Source: an optimization exercise on an open RTL-to-GDS flow (aim: small area). Production flows keep margins and buffers that such runs may drop.
At most, simulation tests tie the RTL to the original design; equivalence was not proved.
Only the layout flow was run in runs 4 and 5; the RTL was not checked for function there.
Power figures rest on the tool's default switching activity, not on a simulated workload.

<file path="design/flow/design.v">
`default_nettype none
package cps_pkg;
  localparam int unsigned BYTE_W    = 8;
  localparam int unsigned WORD_W    = 32;
  localparam int unsigned OUT_WORDS = 5;
  typedef struct packed {
    logic [WORD_W-1:0] run;
    logic [WORD_W-1:0] tot;
  } sums_t;
endpackage
`default_nettype wire
`default_nettype none
module checksum_packet_sync_top #(
  parameter int unsigned WORDS_PER_PACKET = 6
) (
  input  wire logic                        clk_i,
  input  wire logic                        rst_ni,
  input  wire logic                        in_valid_i,
  output logic                             in_stall_o,
  input  wire logic [cps_pkg::BYTE_W-1:0]  in_byte_i,
  output logic                             out_valid_o,
  input  wire logic                        out_stall_i,
  output logic [cps_pkg::WORD_W-1:0]       word_0_o,
  output logic [cps_pkg::WORD_W-1:0]       word_1_o,
  output logic [cps_pkg::WORD_W-1:0]       word_2_o,
  output logic [cps_pkg::WORD_W-1:0]       word_3_o,
  output logic [cps_pkg::WORD_W-1:0]       word_4_o
);
  localparam int unsigned KEEP = 23;
  logic [KEEP-1:0][7:0] win_q;
  logic                 out_valid_q;
  logic [4:0]           fill_q;       
  logic [3:0]           k_q;
  logic                 ok1_q, ok2_q, ok3_q;
  logic                 in_xfer;
  logic [11:0]          sm1, sm2, sm3, sm4, sm5, cy1, cy2, cy3, cy4, cy5;
  logic [11:0]          na, nb;       
  logic [7:0]           want;         
  logic [8:0]           t_zero, t_want;
  logic [3:0]           n_hi, k_d;
  logic                 zero, match, full, hit;
  function automatic logic [23:0] csa(input logic [11:0] x, input logic [11:0] y,
                                      input logic [11:0] z);
    logic [11:0] maj;
    maj = (x & y) | (z & (x ^ y));
    csa = {maj[10:0], 1'b0, x ^ y ^ z};
  endfunction
  function automatic logic [8:0] low_is(input logic [7:0] a, input logic [7:0] b,
                                        input logic [7:0] t);
    logic [7:0] kill;   
    logic [7:0] bad;
    kill   = (a & b) | ((a | b) & ~t);
    bad    = a ^ b ^ t ^ {kill[6:0], 1'b1};
    low_is = {kill[7], bad};
  endfunction
  assign in_stall_o  = out_valid_q & out_stall_i;
  assign in_xfer     = in_valid_i & ~in_stall_o;
  assign out_valid_o = out_valid_q;
  always_comb begin
    {cy1, sm1} = csa({4'b0, win_q[3]}, {2'b0, win_q[3], 2'b0}, {2'b0, win_q[7], 2'b0});
    {cy2, sm2} = csa({4'b0, win_q[11]}, {3'b0, win_q[11], 1'b0}, {3'b0, win_q[15], 1'b0});
    {cy3, sm3} = csa(sm1, cy1, sm2);
    {cy4, sm4} = csa(cy2, {4'b0, win_q[19]}, {4'b0, ~in_byte_i});
    {cy5, sm5} = csa(sm3, cy3, sm4);
    {nb, na}   = csa(sm5, cy5, cy4);
    want   = 8'd0 - {4'b0, k_q};
    t_zero = low_is(na[7:0], nb[7:0], 8'd0);
    t_want = low_is(na[7:0], nb[7:0], want);
    zero   = (t_zero[7:0] == 8'd0);
    match  = (t_want[7:0] == 8'd0);
    n_hi   = na[11:8] + nb[11:8] + {3'b0, zero ? t_zero[8] : t_want[8]};
    k_d    = n_hi - {3'b0, zero};
    full   = (fill_q == 5'd23);
    hit    = full && ok3_q && match;
  end
  always_ff @(posedge clk_i or negedge rst_ni) begin
    if (!rst_ni) begin
      out_valid_q <= 1'b0;
      fill_q      <= '0;
    end else begin
      out_valid_q <= (in_xfer && hit) || in_stall_o;
      if (in_xfer) begin
        if (hit)        fill_q <= '0;
        else if (!full) fill_q <= fill_q + 5'd1;
      end
    end
  end
  always_ff @(posedge clk_i) begin
    if (in_xfer) begin
      k_q   <= k_d;
      ok1_q <= zero;
      ok2_q <= ok1_q && match;
      ok3_q <= ok2_q && match;
    end
    if (in_xfer && !hit) begin
      win_q <= {in_byte_i, win_q[KEEP-1:1]};
    end
  end
  assign word_0_o = {win_q[3],  win_q[2],  win_q[1],  win_q[0]};
  assign word_1_o = {win_q[7],  win_q[6],  win_q[5],  win_q[4]};
  assign word_2_o = {win_q[11], win_q[10], win_q[9],  win_q[8]};
  assign word_3_o = {win_q[15], win_q[14], win_q[13], win_q[12]};
  assign word_4_o = {win_q[19], win_q[18], win_q[17], win_q[16]};
endmodule
`default_nettype wire
</file>
<file path="design/flow/flow/run.sh">
#!/bin/bash
# The standard synthesis, then the standard layout steps with three changes:
#  - port buffers made from the smallest buffer cell (every port still gets one);
#  - the largest buffers and inverters kept out of placement and timing repair;
#  - clock tree synthesis without dummy loads.
# Each step's output goes to a log of its own here; ORFS's own logs are under orfs/logs.
set -euo pipefail
bash standard.sh synth > synth.log 2>&1
plat=$(sed -n '/^export DONT_USE_CELLS/,/^#/p' "$FLOW_HOME/platforms/sky130hd/config.mk" \
  | grep -o 'sky130_fd_sc_hd__[a-z0-9_]*' | tr '\n' ' ')
big="sky130_fd_sc_hd__buf_12 sky130_fd_sc_hd__buf_16 sky130_fd_sc_hd__buf_8 sky130_fd_sc_hd__buf_6
  sky130_fd_sc_hd__bufinv_8 sky130_fd_sc_hd__bufinv_16 sky130_fd_sc_hd__inv_6 sky130_fd_sc_hd__inv_8
  sky130_fd_sc_hd__inv_12 sky130_fd_sc_hd__inv_16 sky130_fd_sc_hd__clkinv_8 sky130_fd_sc_hd__clkinv_16
  sky130_fd_sc_hd__clkbuf_16 sky130_fd_sc_hd__bufbuf_8 sky130_fd_sc_hd__bufbuf_16"
cts="-sink_clustering_enable -repair_clock_nets -sink_clustering_size 25"
cts="$cts -sink_clustering_max_diameter 80 -buf_list sky130_fd_sc_hd__clkbuf_8 -dont_use_dummy_load"
bash standard.sh "DONT_USE_CELLS=$plat $(echo $big)" \
  BUFFER_PORTS_ARGS="-buffer_cell sky130_fd_sc_hd__buf_1" CTS_ARGS="$cts" finish > layout.log 2>&1
</file>
<file path="design/flow/standard.sh">
#!/bin/bash
# synth_recipe.tcl (not shown) runs the flow's synth.tcl, then flattens the netlist and writes it again
# the make line also repeats each setting of config.mk as NAME=value (left out here)
make -C /OpenROAD-flow-scripts/flow DESIGN_CONFIG=/design/flow/config.mk WORK_HOME=/design/flow/orfs CLKGATE_MAP_FILE= SYNTH_SCRIPT=/design/flow/synth_recipe.tcl "${@:-finish}"
</file>
<file path="design/flow/config.mk">
export PLATFORM = sky130hd
export DESIGN_NAME = checksum_packet_sync_top
export DESIGN_NICKNAME = checksum_packet_sync_top
export VERILOG_FILES = /design/flow/design.v
export SDC_FILE = /design/flow/constraint.sdc
export NUM_CORES = 4
export LEC_CHECK = 0
export ABC_AREA = 1
export CAP_MARGIN = 20
export CORE_MARGIN = 2
export CORE_UTILIZATION = 85
export CTS_BUF_LIST = sky130_fd_sc_hd__clkbuf_8
export CTS_CLUSTER_DIAMETER = 60
export CTS_CLUSTER_SIZE = 20
export SLEW_MARGIN = 20
</file>
<file path="design/flow/constraint.sdc">
create_clock -name core_clock -period 6.0 [get_ports {clk_i}]
set_input_delay 1.2000 -clock core_clock [delete_from_list [all_inputs] [get_ports {clk_i}]]
set_output_delay 1.2000 -clock core_clock [all_outputs]
set_load 0.01 [all_outputs]
</file>
==> summary.md, run 1 <==
| Metric | Value |
|---|---|
| Synth async-reset ratio | `0.0305` |
| Post-synth EDFFs | `191` |
| Synth Flop Type | `edfxtp_1` |
| Post-Synthesis Cells | `around 640` |
| Compound-Gate Fraction of Synth Area | `0.00655` |
| Flops & latches, synth | `about 200` |
| Distinct cells, synth | `22` |
| Die width | `~110 µm` |
| IO Port Bufs | `173` |
| Outcome | `aborted with a tool error` |
| Mapped Area | `9360 µm²` |
| Sequential cell area fraction in the yosys report | `0.629` |
| GPL Wtd Cong | `0.828` |
| Largest family of logic cells by synthesized area | `buffers and inverters` |
| Post-synthesis mux area share | `0` |
| Ys Warns | `1` |
| Tool Error | `[ERROR DPL-0033] detailed placement checks failed during check placement.` |
| Adder-cell share of the synthesized area | `0.154` |
| Die Ht | `109 µm` |
| Halt Stage | `detailed placement` |
| Simple-gate share of the synthesized area | `0.0356` |
| I/O pin total | `between 150 and 200` |
| Final HPWL DP | `approximately 12000 µm` |
| Avg Inst Size Synth | `~15 µm²` |
| Post-synthesis xor/xnor area fraction | `0.00561` |
| Num rows | `38` |
| Initial Util | `0.867` |
[synth_stat cells, types with 4 or more instances]
| library cell | number | area share |
|---|---|---|
| nor2_1 | 19 | 0.0076 |
| fa_1 | 52 | 0.11 |
| nand4_1 | 4 | 0.0027 |
| a21oi_1 | 4 | 0.0021 |
| edfxtp_1 | 191 | 0.61 |
| dfrtp_1 | 6 | 0.016 |
| ha_1 | 32 | 0.043 |
| buf_4 | 160 | 0.13 |
| inv_1 | 103 | 0.041 |
| nand3_1 | 6 | 0.0032 |
| nand2_1 | 41 | 0.016 |
[logic make-up after synthesis]
logic type	after synthesis
buffers and inverters	263
DFF	197
adders and majority gates	84
and+or+nand+nor	78
AOI/OAI and AO/OA	10
xor gates and xnor gates	6
[power by group through the flow]
| stage | clock network (W) | logic [W] | registers [W] |
|---|---|---|---|
| 2_1_floorplan | 0 | 0.00108 | 0.00172 |
| 3_3_place_gp | 0 | 0.00124 | 0.00173 |
[worst min path at each step]
stage | start | endpoint | slack [ns] | cells after the start
after floorplan | win_q[160] | win_q[152] | 0.40 | 0
after global placement | win_q[174] | win_q[166] | 0.40 | 0
[per-stage QoR]
step | std cells | area, µm²
after floorplan | 638 | 9370
after global placement | 795 | 9020
==> run 2, diff against run 1 <==
--- a/design/flow/config.mk
+++ b/design/flow/config.mk
@@ -8,7 +8,7 @@
 export ABC_AREA = 1
 export CAP_MARGIN = 20
 export CORE_MARGIN = 2
-export CORE_UTILIZATION = 85
+export CORE_UTILIZATION = 80
 export CTS_BUF_LIST = sky130_fd_sc_hd__clkbuf_8
 export CTS_CLUSTER_DIAMETER = 60
 export CTS_CLUSTER_SIZE = 20
==> summary.md, run 2 <==
| Metric | Value |
|---|---|
| Outcome | `timing/DRC/antenna clean` |
| Period utilization | `0.873` |
| Final WL | `around 14000 µm` |
| Num rows | `39` |
| Most Frequent Cell on Critical Path | `fa_1` |
| Synth Flop Type | `edfxtp_1` |
| Top post-synthesis cells by area | `edfxtp_1 (61%), buf_4 (13%), fa_1 (11%)` |
| Flops & latches, synth | `just under 200` |
| Critical Path End Type | `flip-flop` |
| Routed vias | `4300` |
| Share of cells above drive strength 1 | `0.0475` |
| Die Footprint | `approximately 13000 µm²` |
| Commonest cells after routing, fill and taps aside | `edfxtp_1 (191), buf_1 (174), inv_1 (99)` |
| Setup slack at placement | `~0.6 ns` |
| Post-CTS Hold Buffers | `0` |
| Busiest layer in global routing | `met2` |
| Crit path required time | `slightly above 6 ns` |
| Worst Path Max Fanout | `4` |
| Vias per cell | `5.26` |
| Distinct cells, synth | `22` |
| First-pass GRT wire length | `22300 µm` |
| Maximum vdd drop | `between 0.0002 and 0.0003 V` |
| Avg WL per Cell | `roughly 17 µm` |
| Count of pins over their slew limit | `0` |
| Count leader, synth | `edfxtp_1` |
| Filler cells | `just over 600` |
| Fin cells | `817` |
| Diodes inserted | `0` |
| Max stage delay on crit path | `0.63 ns` |
| Post-synth top cells | `edfxtp_1 (191), buf_4 (160), inv_1 (103), fa_1 (52), nand2_1 (41)` |
| Reg area | `5890 µm²` |
| Core area | `~11000 µm²` |
| Sw Pwr | `between 0.001 and 0.0015 W` |
| Fmax | `191 MHz` |
| Sequential cell area fraction in the yosys report | `0.629` |
| Final HPWL DP | `10500 µm` |
| Final setup violation count | `0` |
| Initial Util | `0.820` |
| Clock H-tree levels | `4` |
| Die width | `about 110 µm` |
| Avg Inst Size Synth | `14.7 µm²` |
| CTS root buffer | `clkbuf_8` |
| Critical Path Start Type | `flip-flop` |
| CTS Buf Count | `17` |
| Commonest non-fill, non-tap cell in the layout | `edfxtp_1` |
| Clock Latency Late Sink | `0.46 ns` |
| Non-Filler Cell Area, Final | `roughly 9000 µm²` |
| Post-CTS sizing | `0` |
| Post-route DRC | `0` |
| PnR worst setup slack | `roughly 0.76 ns` |
| Area Growth Syn to Fin | `-0.949%` |
| Footprint of the multi-input gates | `around 1900 µm²` |
| Final #Nets | `772` |
| Cells along the critical path | `fa_1, inv_1, fa_1, fa_1, fa_1, inv_1, ha_1, nand2_1, nand2_1, a211oi_1, nand3_1, inv_1, ha_1, fa_1, fa_1, inv_1` |
| Ys Warns | `1` |
| Final Hold Vio Count | `0` |
| Die Ht | `between 100 and 150 µm` |
| RSZ-0062 raised after global routing | `no` |
| Synth async-reset ratio | `0.0305` |
| GPL Wtd Cong | `about 0.87` |
| GR Util met2 | `0.367` |
| GRT overflow | `0` |
| Top cell type's share of synthesized area | `0.613` |
| Tot GR Track Use | `0.237` |
| Placed Area | `around 9000 µm²` |
| Post-synth EDFFs | `between 150 and 200` |
| Kind of critical path | `reg -> reg` |
| Seq pwr share | `0.467` |
| Slowest CP cell | `fa_1` |
| Number of global-route vias before repair | `4449` |
| WP data arrival | `~5.4 ns` |
| Type of the worst min-delay path | `reg -> reg` |
| Biggest register | `win_q` |
| # placed instances | `800` |
| Tmin final | `around 5.2 ns` |
| Largest net degree at the start of global routing | `44` |
| Grt met3 use | `0.0675` |
| I/O pin total | `174` |
| Initial antenna violation count | `0` |
| Max-slew headroom | `0.570` |
| M1 GR Usage | `0.338` |
| P per Cell Area | `396 nW/µm²` |
| Final ANT Viol Nets | `0` |
| Clock power share | `0.170` |
| Mapped Area | `9360 µm²` |
| Clock Path Buffers | `2` |
| Max-cap violations | `0` |
| Internal power | `approximately 0.0024 W` |
| Worst Tran Pin Value | `about 0.65 ns` |
| Static Leakage | `~3.6 nW` |
| Total power | `~0.0037 W` |
| IO Port Bufs | `173` |
| Comb pwr share | `0.363` |
| Top Registers | `win_q (184), fill_q (5), k_q (4)` |
| Switch share | `0.335` |
| Largest register FFs | `approximately 180` |
| Post-Synthesis Cells | `roughly 640` |
| Post-Route Skew | `about 0.032 ns` |
| Post-CTS Setup Bufs | `0` |
| DR pass1 iterations | `4` |
| CTS Sinks | `197` |
| Clock transition at path regs | `about 0.10 ns` |
| CTS tree | `yes` |
| Synth area leader | `edfxtp_1` |
| DRT iter0 DRCs | `329` |
-- run 2: cell counts after synthesis --
No cell type changed its count.
-- run 2: per-stage QoR --
| step | util | hold slack (ns) | TNS (ns) |
|---|---|---|---|
| CTS | 0.812 | 0.416 | 0 |
| global route | 0.812 | 0.416 | 0 |
| floorplan | - | 0.400 | -181.50 |
| finish | 0.812 | 0.417 | 0 |
| detailed placement | 0.792 | 0.405 | 0 |
| global placement | 0.792 | 0.404 | 0 |
-- run 2: worst paths after layout --
kind	depth (start not counted)	start	to	slack (ns)
max	16	win_q[29]	k_q[1]	0.76
min	0	win_q[105]	win_q[97]	0.42
max reg2reg	16	win_q[29]	k_q[1]	0.76
min reg2reg	0	win_q[105]	win_q[97]	0.42
max in group asynchronous	1	rst_ni	fill_q[0]	5.12
min in group asynchronous	1	rst_ni	fill_q[3]	0.62
-- run 2: critical path, delay by kind of cell (launching register included) --
family	cells	cell delay (ns)
adder cells (fa/ha/maj)	8	3.77
flip-flops	1	0.51
buffers and inverters	4	0.27
AND/OR/NAND/NOR	3	0.26
AO/OA/AOI/OAI	1	0.16
-- run 2: metal layers --
layer	wire, µm	vias up
met5	0	-
li1	-	1969
met1	6010	2140
met3	929	19
met2	6880	172
met4	221	0
-- run 2: kinds of logic (layout without fill, tap and decap cells) --
kind of cell / Yosys count / in the layout / synth area share
xor+xnor: 6 / 6 / 0.00561
buf+inv: 263 / 299 / 0.170
flops: 197 / 197 / 0.629
simple gates: 78 / 78 / 0.0356
compound gates: 10 / 10 / 0.00655
fa+ha+maj: 84 / 84 / 0.154
-- run 2: layout make-up --
cell class	count	share of cell area
inverter	103	0.0424
sequential	197	0.635
multi-input combinational	178	0.204
timing repair buffer	179	0.0745
clock buffer	17	0.0252
tap	143	0.0193
-- run 2: power by group through the flow --
stage | Combinational (W) | Clock (W) | Sequential [W]
after floorplan | 0.00108 | 0 | 0.00172
after global placement | 0.00124 | 0 | 0.00174
after detailed placement | 0.00132 | 0 | 0.00174
after CTS | 0.00133 | 0.000637 | 0.00171
after global routing | 0.00153 | 0.000684 | 0.00173
final | 0.00133 | 0.000624 | 0.00171
==> run 3, diff against run 2 <==
--- a/design/flow/config.mk
+++ b/design/flow/config.mk
@@ -5,7 +5,7 @@
 export SDC_FILE = /design/flow/constraint.sdc
 export NUM_CORES = 4
 export LEC_CHECK = 0
-export ABC_AREA = 1
+export ABC_AREA = 0
 export CAP_MARGIN = 20
 export CORE_MARGIN = 2
 export CORE_UTILIZATION = 80
==> summary.md, run 3 <==
| Metric | Value |
|---|---|
| Share of cells above drive strength 1 | `0.0500` |
| DRT iter0 DRCs | `roughly 340` |
| Commonest cells after routing, fill and taps aside | `edfxtp_1 (191), buf_1 (173), inv_1 (85)` |
| Max-cap violations | `0` |
| CTS Sinks | `slightly below 200` |
| CTS Buf Count | `17` |
| Commonest non-fill, non-tap cell in the layout | `edfxtp_1` |
| DR pass1 iterations | `6` |
| Critical Path End Type | `flip-flop` |
| Area Growth Syn to Fin | `-0.905%` |
| Routed vias | `~4100` |
| Largest net degree at the start of global routing | `43` |
| Top Registers | `win_q (184), fill_q (5), k_q (4)` |
| GPL Wtd Cong | `0.799` |
| Hold path cells | `0` |
| Tmin final | `around 5.5 ns` |
| GRT overflow | `0` |
| Top cell type's share of synthesized area | `0.619` |
| Worst Reg-to-Reg Cells | `14` |
| Clock Path Buffers | `2` |
| Final ANT Viol Nets | `0` |
| Vias per cell | `between 5 and 6` |
| Critical Path Start Type | `flip-flop` |
| Final #Nets | `718` |
| R2r startpoint | `win_q[28]` |
| Kind of critical path | `reg -> reg` |
| Die width | `~110 µm` |
| CTS root buffer | `clkbuf_8` |
| Placed Area | `between 8000 and 9000 µm²` |
| Period utilization | `0.921` |
| Crit path required time | `slightly above 6 ns` |
| Mapped Area | `slightly above 9000 µm²` |
| Number of global-route vias before repair | `4255` |
| Final WL | `approximately 14000 µm` |
| Final setup violation count | `0` |
| Final core utilization | `0.807` |
| Capturing point of the worst reg2reg path | `k_q[2]` |
| Post-synth EDFFs | `~190` |
| Hold EP | `win_q[155]` |
| Top post-synthesis cells by area | `edfxtp_1 (62%), buf_4 (13%), fa_1 (11%)` |
| First-pass GRT wire length | `~22000 µm` |
| Max-slew headroom | `0.343` |
| Post-Route Skew | `0.0213 ns` |
| Post-CTS Hold Buffers | `0` |
| Final HPWL DP | `approximately 9900 µm` |
| P per Cell Area | `between 300 and 400 nW/µm²` |
| Tot GR Track Use | `0.241` |
| Core area | `roughly 11000 µm²` |
| Clock Latency Late Sink | `approximately 0.46 ns` |
| Worst Path Max Fanout | `4` |
| Worst Tran Pin Value | `~1 ns` |
| Synth Flop Type | `edfxtp_1` |
| Type of the worst min-delay path | `reg -> reg` |
| Post-route DRC | `0` |
| Ys Warns | `1` |
| Filler cells | `632` |
| Avg Inst Size Synth | `between 15 and 20 µm²` |
| Post-Synthesis Cells | `a little under 600` |
| Initial antenna violation count | `0` |
| Clock H-tree levels | `4` |
| Avg WL per Cell | `approximately 18 µm` |
| Outcome | `timing/DRC/antenna clean` |
| Post-CTS sizing | `0` |
| Die Footprint | `around 12000 µm²` |
| WP data arrival | `between 5 and 6 ns` |
| Die Ht | `around 110 µm` |
| Flops & latches, synth | `197` |
| I/O pin total | `about 170` |
| Count leader, synth | `edfxtp_1` |
| Non-Filler Cell Area, Final | `9180 µm²` |
| Synth area leader | `edfxtp_1` |
| Maximum vdd drop | `0.000284 V` |
| Fmax | `181 MHz` |
| Total power | `0.00367 W` |
| Post-synth top cells | `edfxtp_1 (191), buf_4 (160), inv_1 (85), fa_1 (52), ha_1 (32)` |
| Final Hold Vio Count | `0` |
| Beginning of the worst hold path | `win_q[163]` |
| Static Leakage | `approximately 3.5 nW` |
| Post-CTS Setup Bufs | `0` |
| Biggest register | `win_q` |
| Initial Util | `0.814` |
| Num rows | `39` |
| Clock transition at path regs | `0.09 ns` |
| Diodes inserted | `0` |
| Synth async-reset ratio | `0.0305` |
| Count of pins over their slew limit | `0` |
| Slack of the worst reg-to-reg path | `0.48 ns` |
| IO Port Bufs | `173` |
| CTS tree | `yes` |
| Distinct cells, synth | `29` |
| Largest register FFs | `184` |
| Sequential cell area fraction in the yosys report | `0.636` |
| RSZ-0062 raised after global routing | `no` |
==> run 3: layout make-up <==
type	instances	area, µm²	area share
flip-flops and latches	197	5890	0.641
multi-input cells	142	1870	0.203
repair buffers	179	692	0.0754
inverters	85	319	0.0348
clock buffers	17	234	0.0255
well taps	143	179	0.0195
==> run 3: report_power, final <==
part,switching (W),internal [W]
Clock,0.000377,0.000251
Sequential,0.0000819,0.00166
Combinational,0.000730,0.000569
Total,0.00119,0.00248
==> run 3: per-layer routing <==
layer / vias up / routed length (µm) / global-route usage
met2: 155 / 6780 / 0.383
li1: 1829 / - / -
met4: 0 / 259 / 0.0840
met5: - / 0 / 0
met3: 26 / 894 / 0.0729
met1: 2052 / 5610 / 0.327
==> run 3: worst max-delay path by stage <==
stage / slack (ns) / end / startpoint / cells past startpoint
floorplan: -1.10 / win_q[0] / in_byte_i[4] / 11
global placement: 0.45 / win_q[66] / in_byte_i[4] / 13
detailed placement: 0.31 / win_q[34] / in_byte_i[4] / 13
CTS: 0.45 / win_q[164] / win_q[28] / 11
global route: 0.12 / k_q[2] / win_q[28] / 14
finish: 0.48 / k_q[2] / win_q[28] / 14
==> run 3: per-stage QoR <==
stage          setup slack (ns)  TNS (ns)  hold slack [ns]  std cells
2_1_floorplan             -1.10   -201.61            0.400        585
3_3_place_gp              0.454         0            0.401        746
3_5_place_dp              0.313         0            0.406        746
4_1_cts                   0.449         0            0.420        763
5_1_grt                   0.122         0            0.420        763
6_report                  0.476         0            0.416        763
==> run 3: cells by family (layout without fill, tap and decap cells) <==
logic type | count (synthesis) | count (layout) | synth area share
buf+inv | 246 | 281 | 0.165
xor+xnor | 18 | 18 | 0.0170
flops | 197 | 197 | 0.636
compound gates | 12 | 12 | 0.00824
fa+ha+maj | 84 | 84 | 0.156
simple gates | 25 | 25 | 0.0154
mux | 3 | 3 | 0.00351
==> run 3: worst max-delay path, cell delays in order, from the launching register on <==
cell      delay (ns)
edfxtp_1        0.54
fa_1            0.59
inv_1           0.07
fa_1            0.52
fa_1            0.53
fa_1            0.63
inv_1           0.06
ha_1            0.30
xor2_1          0.17
nand4_1         0.11
nor3_1          0.34
mux2_2          0.40
fa_1            0.44
fa_1            0.40
xnor2_1         0.14
==> run 4, diff against run 3 <==
--- a/design/flow/design.v
+++ b/design/flow/design.v
@@ -57,12 +57,9 @@
   assign in_xfer     = in_valid_i & ~in_stall_o;
   assign out_valid_o = out_valid_q;
   always_comb begin
-    {cy1, sm1} = csa({4'b0, win_q[3]}, {2'b0, win_q[3], 2'b0}, {2'b0, win_q[7], 2'b0});
-    {cy2, sm2} = csa({4'b0, win_q[11]}, {3'b0, win_q[11], 1'b0}, {3'b0, win_q[15], 1'b0});
-    {cy3, sm3} = csa(sm1, cy1, sm2);
-    {cy4, sm4} = csa(cy2, {4'b0, win_q[19]}, {4'b0, ~in_byte_i});
-    {cy5, sm5} = csa(sm3, cy3, sm4);
-    {nb, na}   = csa(sm5, cy5, cy4);
+    {nb, na} = {12'b0, {4'b0, win_q[3]} + {2'b0, win_q[3], 2'b0} + {2'b0, win_q[7], 2'b0}
+             + {4'b0, win_q[11]} + {3'b0, win_q[11], 1'b0} + {3'b0, win_q[15], 1'b0}
+             + {4'b0, win_q[19]} + {4'b0, ~in_byte_i}};
     want   = 8'd0 - {4'b0, k_q};
     t_zero = low_is(na[7:0], nb[7:0], 8'd0);
     t_want = low_is(na[7:0], nb[7:0], want);
--- a/design/flow/flow/run.sh
+++ b/design/flow/flow/run.sh
@@ -11,8 +11,8 @@
 big="sky130_fd_sc_hd__buf_12 sky130_fd_sc_hd__buf_16 sky130_fd_sc_hd__buf_8 sky130_fd_sc_hd__buf_6
   sky130_fd_sc_hd__bufinv_8 sky130_fd_sc_hd__bufinv_16 sky130_fd_sc_hd__inv_6 sky130_fd_sc_hd__inv_8
   sky130_fd_sc_hd__inv_12 sky130_fd_sc_hd__inv_16 sky130_fd_sc_hd__clkinv_8 sky130_fd_sc_hd__clkinv_16
-  sky130_fd_sc_hd__clkbuf_16 sky130_fd_sc_hd__bufbuf_8 sky130_fd_sc_hd__bufbuf_16"
-cts="-sink_clustering_enable -repair_clock_nets -sink_clustering_size 25"
-cts="$cts -sink_clustering_max_diameter 80 -buf_list sky130_fd_sc_hd__clkbuf_8 -dont_use_dummy_load"
+  sky130_fd_sc_hd__clkbuf_16"
+cts="-sink_clustering_enable -repair_clock_nets -sink_clustering_size 20"
+cts="$cts -sink_clustering_max_diameter 60 -buf_list sky130_fd_sc_hd__clkbuf_8 -dont_use_dummy_load"
 bash standard.sh "DONT_USE_CELLS=$plat $(echo $big)" \
   BUFFER_PORTS_ARGS="-buffer_cell sky130_fd_sc_hd__buf_1" CTS_ARGS="$cts" finish > layout.log 2>&1
--- a/design/flow/config.mk
+++ b/design/flow/config.mk
@@ -5,10 +5,10 @@
 export SDC_FILE = /design/flow/constraint.sdc
 export NUM_CORES = 4
 export LEC_CHECK = 0
-export ABC_AREA = 0
+export ABC_AREA = 1
 export CAP_MARGIN = 20
 export CORE_MARGIN = 2
-export CORE_UTILIZATION = 80
+export CORE_UTILIZATION = 85
 export CTS_BUF_LIST = sky130_fd_sc_hd__clkbuf_8
 export CTS_CLUSTER_DIAMETER = 60
 export CTS_CLUSTER_SIZE = 20
==> summary.md, run 4 <==
| Metric | Value |
|---|---|
| Commonest cells after routing, fill and taps aside | `edfxtp_1 (191), buf_1 (173), inv_1 (96)` |
| Avg Inst Size Synth | `between 10 and 15 µm²` |
| Vias per cell | `between 5 and 6` |
| Final Hold Vio Count | `0` |
| Reg area | `5890 µm²` |
| Synth area leader | `edfxtp_1` |
| Max-cap violations | `0` |
| Clock transition at path regs | `~0.090 ns` |
| Maximum vdd drop | `0.000342 V` |
| Critical Path Start Type | `flip-flop` |
| Post-synth top cells | `edfxtp_1 (191), buf_4 (160), inv_1 (100), nand2_1 (64), fa_1 (47)` |
| Critical Path End Type | `flip-flop` |
| WP data arrival | `5.90 ns` |
| Distinct cells, synth | `23` |
| Static Leakage | `between 3 and 4 nW` |
| Sequential cell area fraction in the yosys report | `0.628` |
| Crit path required time | `~6 ns` |
| Mapped Area | `9370 µm²` |
| I/O pin total | `about 170` |
| GRT overflow | `0` |
| Clock H-tree levels | `4` |
| Final HPWL DP | `~12000 µm` |
| Post-CTS Setup Bufs | `0` |
| Slowest CP cell | `fa_1` |
| Diodes inserted | `0` |
| IO Port Bufs | `between 150 and 200` |
| Commonest non-fill, non-tap cell in the layout | `edfxtp_1` |
| Cells along the critical path | `fa_1, inv_1, fa_1, fa_1, fa_1, inv_1, ha_2, inv_2, fa_2, inv_2, nand3_2, nand2_2, xor2_1, ha_1, nand2_1, inv_1, nor2_1, nand2_1, nor2_1, nand3_1, nand2_1, clkinvlp_4, bufbuf_16` |
| Fmax | `between 150 and 200 MHz` |
| Post-Synthesis Cells | `approximately 670` |
| Area Growth Syn to Fin | `-0.107%` |
| Tmin final | `~5.7 ns` |
| DR pass1 iterations | `5` |
| Kind of critical path | `reg -> reg` |
| Largest net degree at the start of global routing | `between 50 and 60` |
| Total power | `around 0.0043 W` |
| Post-route DRC | `0` |
| Footprint of the multi-input gates | `between 1500 and 2000 µm²` |
| Final setup violation count | `0` |
| Clock Latency Late Sink | `approximately 0.5 ns` |
| Count leader, synth | `edfxtp_1` |
| Ys Warns | `1` |
| Synth async-reset ratio | `0.0305` |
| Period utilization | `0.955` |
| Die width | `between 100 and 150 µm` |
| Initial antenna violation count | `0` |
| Type of the worst min-delay path | `reg -> reg` |
| Num rows | `38` |
| Outcome | `timing/DRC/antenna clean` |
| CTS Sinks | `197` |
| Final ANT Viol Nets | `0` |
| Worst Path Max Fanout | `55` |
| P per Cell Area | `~460 nW/µm²` |
| Filler cells | `between 400 and 500` |
| Number of global-route vias before repair | `approximately 4800` |
| Post-Route Skew | `0.0455 ns` |
| Largest register FFs | `roughly 180` |
| Synth Flop Type | `edfxtp_1` |
| Top post-synthesis cells by area | `edfxtp_1 (61%), buf_4 (13%), fa_1 (10%)` |
| Post-CTS sizing | `0` |
| Final #Nets | `roughly 800` |
| Count of pins over their slew limit | `0` |
| Initial Util | `0.868` |
| WHS | `approximately 0.42 ns` |
| Routed vias | `roughly 4800` |
| Top cell type's share of synthesized area | `0.612` |
| Total negative slack | `0 ns` |
| Die Ht | `109 µm` |
| Avg WL per Cell | `20.7 µm` |
| CTS root buffer | `clkbuf_8` |
| GPL Wtd Cong | `0.915` |
| RSZ-0062 raised after global routing | `no` |
| Clock Path Buffers | `2` |
| Flops & latches, synth | `between 150 and 200` |
| Post-synth EDFFs | `191` |
| Post-CTS Hold Buffers | `0` |
| Core area | `roughly 11000 µm²` |
| First-pass GRT wire length | `around 26000 µm` |
| Final WL | `between 15000 and 20000 µm` |
| Share of cells above drive strength 1 | `0.0484` |
| CTS Buf Count | `17` |
| Die Footprint | `11900 µm²` |
| Max stage delay on crit path | `about 0.63 ns` |
| Biggest register | `win_q` |
| DRT iter0 DRCs | `roughly 460` |
| Tot GR Track Use | `0.315` |
| CTS tree | `yes` |
| Top Registers | `win_q (184), fill_q (5), k_q (4)` |
| Most Frequent Cell on Critical Path | `fa_1` |
-- run 4: changes by cell type in the layout (fill, tap and decap cells not counted), sizes merged, moves of 3 or more --
cell and change:
nand2 +60, nor2 +23, inv +14, nand3 +10
buf -6, fa -5, xor2 -5, bufbuf +4
ha -4, nor3 -3
-- run 4: path summary, 6_finish.rpt --
| check | start | to | slack (ns) | cells after the start |
|---|---|---|---|---|
| max | win_q[25] | win_q[93] | 0.27 | 23 |
| min | win_q[179] | win_q[171] | 0.42 | 0 |
| max reg2reg | win_q[25] | win_q[93] | 0.27 | 23 |
| min reg2reg | win_q[179] | win_q[171] | 0.42 | 0 |
| max in group asynchronous | rst_ni | fill_q[4] | 5.17 | 1 |
| min in group asynchronous | rst_ni | fill_q[2] | 0.59 | 1 |
-- run 4: final cells by class --
class,count,area share
Sequential cell,197,0.629
Multi-Input combinational cell,210,0.206
Timing Repair Buffer,178,0.0809
Inverter,100,0.0408
Clock buffer,17,0.0250
Tap cell,140,0.0187
-- run 4: where the power goes --
| group | leakage (nW) | switching, W | internal, W | total (W) |
|---|---|---|---|---|
| Combinational | 1.67 | 0.00121 | 0.000748 | 0.00196 |
| Sequential | 1.94 | 0.0000750 | 0.00167 | 0.00174 |
| Clock | 0.122 | 0.000389 | 0.000251 | 0.000639 |
| Total | 3.74 | 0.00167 | 0.00266 | 0.00434 |
-- run 4: cell families after synthesis --
logic type | after synthesis | share of synthesized area
AO/OA/AOI/OAI | 14 | 0.00828
XOR/XNOR | 11 | 0.0103
adder cells (fa/ha/maj) | 75 | 0.138
buffers and inverters | 260 | 0.168
flip-flops | 197 | 0.628
other | 1 | 0.000400
AND/OR/NAND/NOR | 108 | 0.0466
-- run 4: through the flow --
step,setup slack (ns),cells,cell area [µm²],utilization
2_1_floorplan,-1.77,667,9390,-
3_3_place_gp,0.139,825,9110,0.844
3_5_place_dp,-0.0383,825,9110,0.844
4_1_cts,0.229,842,9350,0.866
5_1_grt,0.0229,842,9360,0.867
6_report,0.273,842,9360,0.867
-- run 4: critical path: cells and delay by family (launching register included) --
family,cells,cell delay (ns)
xor gates and xnor gates,1,0.21
buffers and inverters,7,0.84
adders and majority gates,7,3.08
DFF,1,0.56
and+or+nand+nor,8,0.72
-- run 4: per-layer routing --
metal / GRT usage / share of wire / vias up
met5: 0 / 0 / -
met4: 0.136 / 0.035 / 0
met3: 0.0819 / 0.092 / 55
met2: 0.508 / 0.50 / 326
met1: 0.414 / 0.37 / 2356
li1: - / - / 2070
==> run 5, diff against run 4 <==
--- a/design/flow/design.v
+++ b/design/flow/design.v
@@ -33,42 +33,23 @@
   logic [3:0]           k_q;
   logic                 ok1_q, ok2_q, ok3_q;
   logic                 in_xfer;
-  logic [11:0]          sm1, sm2, sm3, sm4, sm5, cy1, cy2, cy3, cy4, cy5;
-  logic [11:0]          na, nb;       
+  logic [11:0]          n;            
   logic [7:0]           want;         
-  logic [8:0]           t_zero, t_want;
-  logic [3:0]           n_hi, k_d;
+  logic [3:0]           k_d;
   logic                 zero, match, full, hit;
-  function automatic logic [23:0] csa(input logic [11:0] x, input logic [11:0] y,
-                                      input logic [11:0] z);
-    logic [11:0] maj;
-    maj = (x & y) | (z & (x ^ y));
-    csa = {maj[10:0], 1'b0, x ^ y ^ z};
-  endfunction
-  function automatic logic [8:0] low_is(input logic [7:0] a, input logic [7:0] b,
-                                        input logic [7:0] t);
-    logic [7:0] kill;   
-    logic [7:0] bad;
-    kill   = (a & b) | ((a | b) & ~t);
-    bad    = a ^ b ^ t ^ {kill[6:0], 1'b1};
-    low_is = {kill[7], bad};
-  endfunction
   assign in_stall_o  = out_valid_q & out_stall_i;
   assign in_xfer     = in_valid_i & ~in_stall_o;
   assign out_valid_o = out_valid_q;
   always_comb begin
-    {nb, na} = {12'b0, {4'b0, win_q[3]} + {2'b0, win_q[3], 2'b0} + {2'b0, win_q[7], 2'b0}
-             + {4'b0, win_q[11]} + {3'b0, win_q[11], 1'b0} + {3'b0, win_q[15], 1'b0}
-             + {4'b0, win_q[19]} + {4'b0, ~in_byte_i}};
-    want   = 8'd0 - {4'b0, k_q};
-    t_zero = low_is(na[7:0], nb[7:0], 8'd0);
-    t_want = low_is(na[7:0], nb[7:0], want);
-    zero   = (t_zero[7:0] == 8'd0);
-    match  = (t_want[7:0] == 8'd0);
-    n_hi   = na[11:8] + nb[11:8] + {3'b0, zero ? t_zero[8] : t_want[8]};
-    k_d    = n_hi - {3'b0, zero};
-    full   = (fill_q == 5'd23);
-    hit    = full && ok3_q && match;
+    n     = {4'b0, win_q[3]} + {2'b0, win_q[3], 2'b0} + {2'b0, win_q[7], 2'b0}
+          + {4'b0, win_q[11]} + {3'b0, win_q[11], 1'b0} + {3'b0, win_q[15], 1'b0}
+          + {4'b0, win_q[19]} + {4'b0, ~in_byte_i} + 12'd1;
+    want  = 8'd0 - {4'b0, k_q};
+    zero  = (n[7:0] == 8'd0);
+    match = (n[7:0] == want);
+    k_d   = n[11:8] - {3'b0, zero};
+    full  = (fill_q == 5'd23);
+    hit   = full && ok3_q && match;
   end
   always_ff @(posedge clk_i or negedge rst_ni) begin
     if (!rst_ni) begin
--- a/design/flow/flow/run.sh
+++ b/design/flow/flow/run.sh
@@ -11,8 +11,8 @@
 big="sky130_fd_sc_hd__buf_12 sky130_fd_sc_hd__buf_16 sky130_fd_sc_hd__buf_8 sky130_fd_sc_hd__buf_6
   sky130_fd_sc_hd__bufinv_8 sky130_fd_sc_hd__bufinv_16 sky130_fd_sc_hd__inv_6 sky130_fd_sc_hd__inv_8
   sky130_fd_sc_hd__inv_12 sky130_fd_sc_hd__inv_16 sky130_fd_sc_hd__clkinv_8 sky130_fd_sc_hd__clkinv_16
-  sky130_fd_sc_hd__clkbuf_16"
-cts="-sink_clustering_enable -repair_clock_nets -sink_clustering_size 20"
-cts="$cts -sink_clustering_max_diameter 60 -buf_list sky130_fd_sc_hd__clkbuf_8 -dont_use_dummy_load"
+  sky130_fd_sc_hd__clkbuf_16 sky130_fd_sc_hd__bufbuf_8 sky130_fd_sc_hd__bufbuf_16"
+cts="-sink_clustering_enable -repair_clock_nets -sink_clustering_size 25"
+cts="$cts -sink_clustering_max_diameter 80 -buf_list sky130_fd_sc_hd__clkbuf_8 -dont_use_dummy_load"
 bash standard.sh "DONT_USE_CELLS=$plat $(echo $big)" \
   BUFFER_PORTS_ARGS="-buffer_cell sky130_fd_sc_hd__buf_1" CTS_ARGS="$cts" finish > layout.log 2>&1
--- a/design/flow/config.mk
+++ b/design/flow/config.mk
@@ -5,10 +5,10 @@
 export SDC_FILE = /design/flow/constraint.sdc
 export NUM_CORES = 4
 export LEC_CHECK = 0
-export ABC_AREA = 1
+export ABC_AREA = 0
 export CAP_MARGIN = 20
 export CORE_MARGIN = 2
-export CORE_UTILIZATION = 85
+export CORE_UTILIZATION = 80
 export CTS_BUF_LIST = sky130_fd_sc_hd__clkbuf_8
 export CTS_CLUSTER_DIAMETER = 60
 export CTS_CLUSTER_SIZE = 20
==> summary.md, run 5 <==
| Metric | Value |
|---|---|
| Outcome | `timing/DRC/antenna clean` |
| Clock transition at path regs | `~0.080 ns` |
| Kind of critical path | `reg -> reg` |
| Tmin final | `5.73 ns` |
| Num rows | `39` |
| P per Cell Area | `404 nW/µm²` |
| Clock Path Buffers | `2` |
| Slack of the worst reg-to-reg path | `about 0.27 ns` |
| Clock H-tree levels | `4` |
| Sw Pwr | `around 0.0013 W` |
| Final #Nets | `~760` |
| Setup slack at placement | `-0.209 ns` |
| Most Frequent Cell on Critical Path | `fa_1` |
| Placed Area | `slightly above 9000 µm²` |
| Commonest cells after routing, fill and taps aside | `edfxtp_1 (191), buf_1 (185), inv_1 (99)` |
| Synth area leader | `edfxtp_1` |
| Period utilization | `0.956` |
| WHS | `slightly above 0.4 ns` |
| Top post-synthesis cells by area | `edfxtp_1 (62%), buf_4 (13%), fa_1 (9.9%)` |
| Total power | `roughly 0.0038 W` |
| CTS root buffer | `clkbuf_8` |
| First-pass GRT wire length | `around 22000 µm` |
| Final WL | `about 14000 µm` |
| Critical Path Start Type | `flip-flop` |
| Count leader, synth | `edfxtp_1` |
| Max-cap violations | `0` |
| Final ANT Viol Nets | `0` |
| Die Footprint | `between 10000 and 15000 µm²` |
| Commonest non-fill, non-tap cell in the layout | `edfxtp_1` |
| Die width | `112 µm` |
| Top Registers | `win_q (184), fill_q (5), k_q (4)` |
| Diodes inserted | `0` |
| Capturing point of the worst reg2reg path | `k_q[3]` |
| Post-Route Skew | `roughly 0.023 ns` |
| Initial antenna violation count | `0` |
| GPL Wtd Cong | `around 0.82` |
| Vias per cell | `roughly 5.3` |
| Synth Flop Type | `edfxtp_1` |
| Area Growth Syn to Fin | `0.579%` |
| CTS Buf Count | `17` |
| Fin cells | `820` |
| Worst Reg-to-Reg Cells | `19` |
| PnR worst setup slack | `approximately 0.27 ns` |
| Final Hold Vio Count | `0` |
| Largest net degree at the start of global routing | `32` |
| Static Leakage | `approximately 3.6 nW` |
| Post-route DRC | `0` |
| Share of cells above drive strength 1 | `0.0886` |
| Initial Util | `0.817` |
| Post-synth EDFFs | `around 190` |
| Type of the worst min-delay path | `reg -> reg` |
| Reg area | `between 5000 and 6000 µm²` |
| # placed instances | `~800` |
| Flops & latches, synth | `197` |
| Hold path cells | `0` |
| Footprint of the multi-input gates | `between 1500 and 2000 µm²` |
| Final HPWL DP | `~11000 µm` |
| Clock Latency Late Sink | `approximately 0.46 ns` |
| Top delay family on crit path | `adder cells` |
| Core area | `about 11000 µm²` |
| Avg Inst Size Synth | `15.0 µm²` |
| Fmax | `approximately 170 MHz` |
| Largest register FFs | `between 150 and 200` |
| Synth async-reset ratio | `0.0305` |
| R2r startpoint | `win_q[25]` |
| Final setup violation count | `0` |
| Count of pins over their slew limit | `0` |
| Switch share | `0.333` |
| Sequential cell area fraction in the yosys report | `0.633` |
| Avg WL per Cell | `17.4 µm` |
| Clock power share | `0.164` |
| GRT overflow | `0` |
| Max stage delay on crit path | `around 0.59 ns` |
| Tot GR Track Use | `0.238` |
| Mapped Area | `approximately 9300 µm²` |
| CTS Sinks | `around 200` |
| RSZ-0062 raised after global routing | `no` |
| Maximum vdd drop | `approximately 0.00029 V` |
| DRT iter0 DRCs | `between 400 and 500` |
| Die Ht | `between 100 and 150 µm` |
| I/O pin total | `between 150 and 200` |
| Biggest register | `win_q` |
| Post-Synthesis Cells | `620` |
| Cells along the critical path | `inv_1, fa_1, inv_1, fa_1, fa_1, fa_1, ha_2, fa_2, a211oi_4, or2_1, a221oi_2, and4b_1, ha_2, and4_1, a311oi_2, o211ai_1, a22oi_1, mux2_2, nand3_1` |
| Post-synth top cells | `edfxtp_1 (191), buf_4 (160), inv_1 (102), fa_1 (46), ha_1 (20)` |
| Seq pwr share | `0.455` |
| Ys Warns | `1` |
| Slowest CP cell | `fa_1` |
| Worst Tran Pin Value | `0.397 ns` |
| Comb pwr share | `0.381` |
| Max-slew headroom | `0.735` |
| Filler cells | `approximately 610` |
| Post-CTS Hold Buffers | `0` |
| Hold EP | `win_q[166]` |
| Routed vias | `4375` |
| Distinct cells, synth | `44` |
| CP Buf/Inv Count | `2` |
| Non-Filler Cell Area, Final | `around 9300 µm²` |
| Crit path required time | `around 6.3 ns` |
| WP data arrival | `slightly above 6 ns` |
| Worst Path Max Fanout | `4` |
| Internal power | `0.00252 W` |
| Beginning of the worst hold path | `win_q[174]` |
| CTS tree | `yes` |
| DR pass1 iterations | `5` |
| Top cell type's share of synthesized area | `0.617` |
| IO Port Bufs | `173` |
| Number of global-route vias before repair | `about 4400` |
| Critical Path End Type | `flip-flop` |
## run 5: changes by cell type after synthesis, sizes merged, moves of 4 or more
cell   previous run  this run
nand2            65         8
nor2             26        11
nand3            12         3
ha               28        20
and2              0         4
nor3b             0         4
o21ai             5         9
## run 5: repair_timing
item                                    CTS  global route
resized for setup                         0             5
hold endpoints to repair                  0             0
buffers inserted                          0             6
endpoints found under the setup margin    0             1
## run 5: worst max path at each step
stage | start | to | cells after the start
after floorplan | in_byte_i[1] | win_q[0] | 15
after global placement | in_byte_i[1] | k_q[3] | 21
after detailed placement | in_byte_i[1] | k_q[3] | 21
after CTS | win_q[25] | k_q[3] | 19
after global routing | win_q[31] | k_q[3] | 20
final | win_q[25] | k_q[3] | 19
## run 5: power groups by stage
stage               logic (W)  clock network (W)  registers (W)
floorplan             0.00111                  0        0.00173
global placement      0.00127                  0        0.00174
detailed placement    0.00136                  0        0.00175
CTS                   0.00137           0.000636        0.00172
global route          0.00160           0.000680        0.00173
finish                0.00144           0.000620        0.00172
## run 5: cells by family (layout without fill, tap and decap cells)
family          count (synthesis)  after routing  share of synthesized area
buf+inv                       263            320                      0.171
flops                         197            197                      0.633
fa+ha+maj                      66             66                      0.126
simple gates                   49             49                     0.0312
compound gates                 32             32                     0.0257
xor+xnor                       11             11                     0.0104
mux                             2              2                    0.00242
## run 5: layout make-up
cell class / instances / area share
repair buffers: 201 / 0.0850
inverters: 102 / 0.0412
multi-input cells: 160 / 0.200
clock buffers: 17 / 0.0250
well taps: 143 / 0.0191
flip-flops and latches: 197 / 0.630
## run 5: worst reg2reg max path: stages, from the launching register on
cell,delay [ns]
edfxtp_1,0.39
inv_1,0.12
fa_1,0.56
inv_1,0.07
fa_1,0.59
fa_1,0.47
fa_1,0.50
ha_2,0.20
fa_2,0.43
a211oi_4,0.26
or2_1,0.20
a221oi_2,0.09
and4b_1,0.22
ha_2,0.21
and4_1,0.22
a311oi_2,0.27
o211ai_1,0.15
a22oi_1,0.21
mux2_2,0.35
nand3_1,0.08
## run 5: layer usage
layer | vias up | GRT usage | wire length (µm)
li1 | 2009 | - | -
met1 | 2192 | 0.318 | 5840
met2 | 161 | 0.382 | 7220
met3 | 13 | 0.0838 | 1020
met4 | 0 | 0.0667 | 169
met5 | - | 0 | 0
## run 5: through the flow
step	TNS [ns]	util
floorplan	-353.43	-
global route	0	0.822
finish	0	0.822
detailed placement	-0.209	0.797
global placement	-0.000612	0.797
CTS	0	0.817

port drivers added, routing unchanged:
How much do the figures lean on ideal ports? The routed layouts below were timed once more, with nothing changed but the port constraints.
Step 1 sets driving cells, clkbuf_16 on the clock port and buf_2 on the other inputs (assumed; they add their load-dependent delay and slew).
Step 2 times the ports against the registers' clock, not the clock port: input delays grow and output delays shrink by t, the midpoint of the rising clock arrivals with the driver on.
a / b / c = ideal ports / drivers / drivers and shift; a / b = the first two.
run	t (ns)	slack for setup (ns)	worst hold slack (ns)	worst data-port slew with drivers (ns)	cell pins on the clock port's net
run 2	0.483	0.761 / 0.761 / 0.566	0.417 / 0.417 / 0.417	0.05	1
run 3	0.485	0.476 / 0.476 / 0.268	0.416 / 0.416 / 0.416	0.05	1
run 4	0.503	0.273 / 0.273 / -0.044	0.416 / 0.416 / 0.416	0.06	1
run 5	0.486	0.267 / 0.267 / -0.169	0.411 / 0.411 / 0.411	0.06	1
Met with ideal ports but missed after step 2: setup timing in run 4 and run 5. For run 5, which loses most, drivers alone change the setup slack by 0.000 ns; drivers and shift together by -0.436 ns.
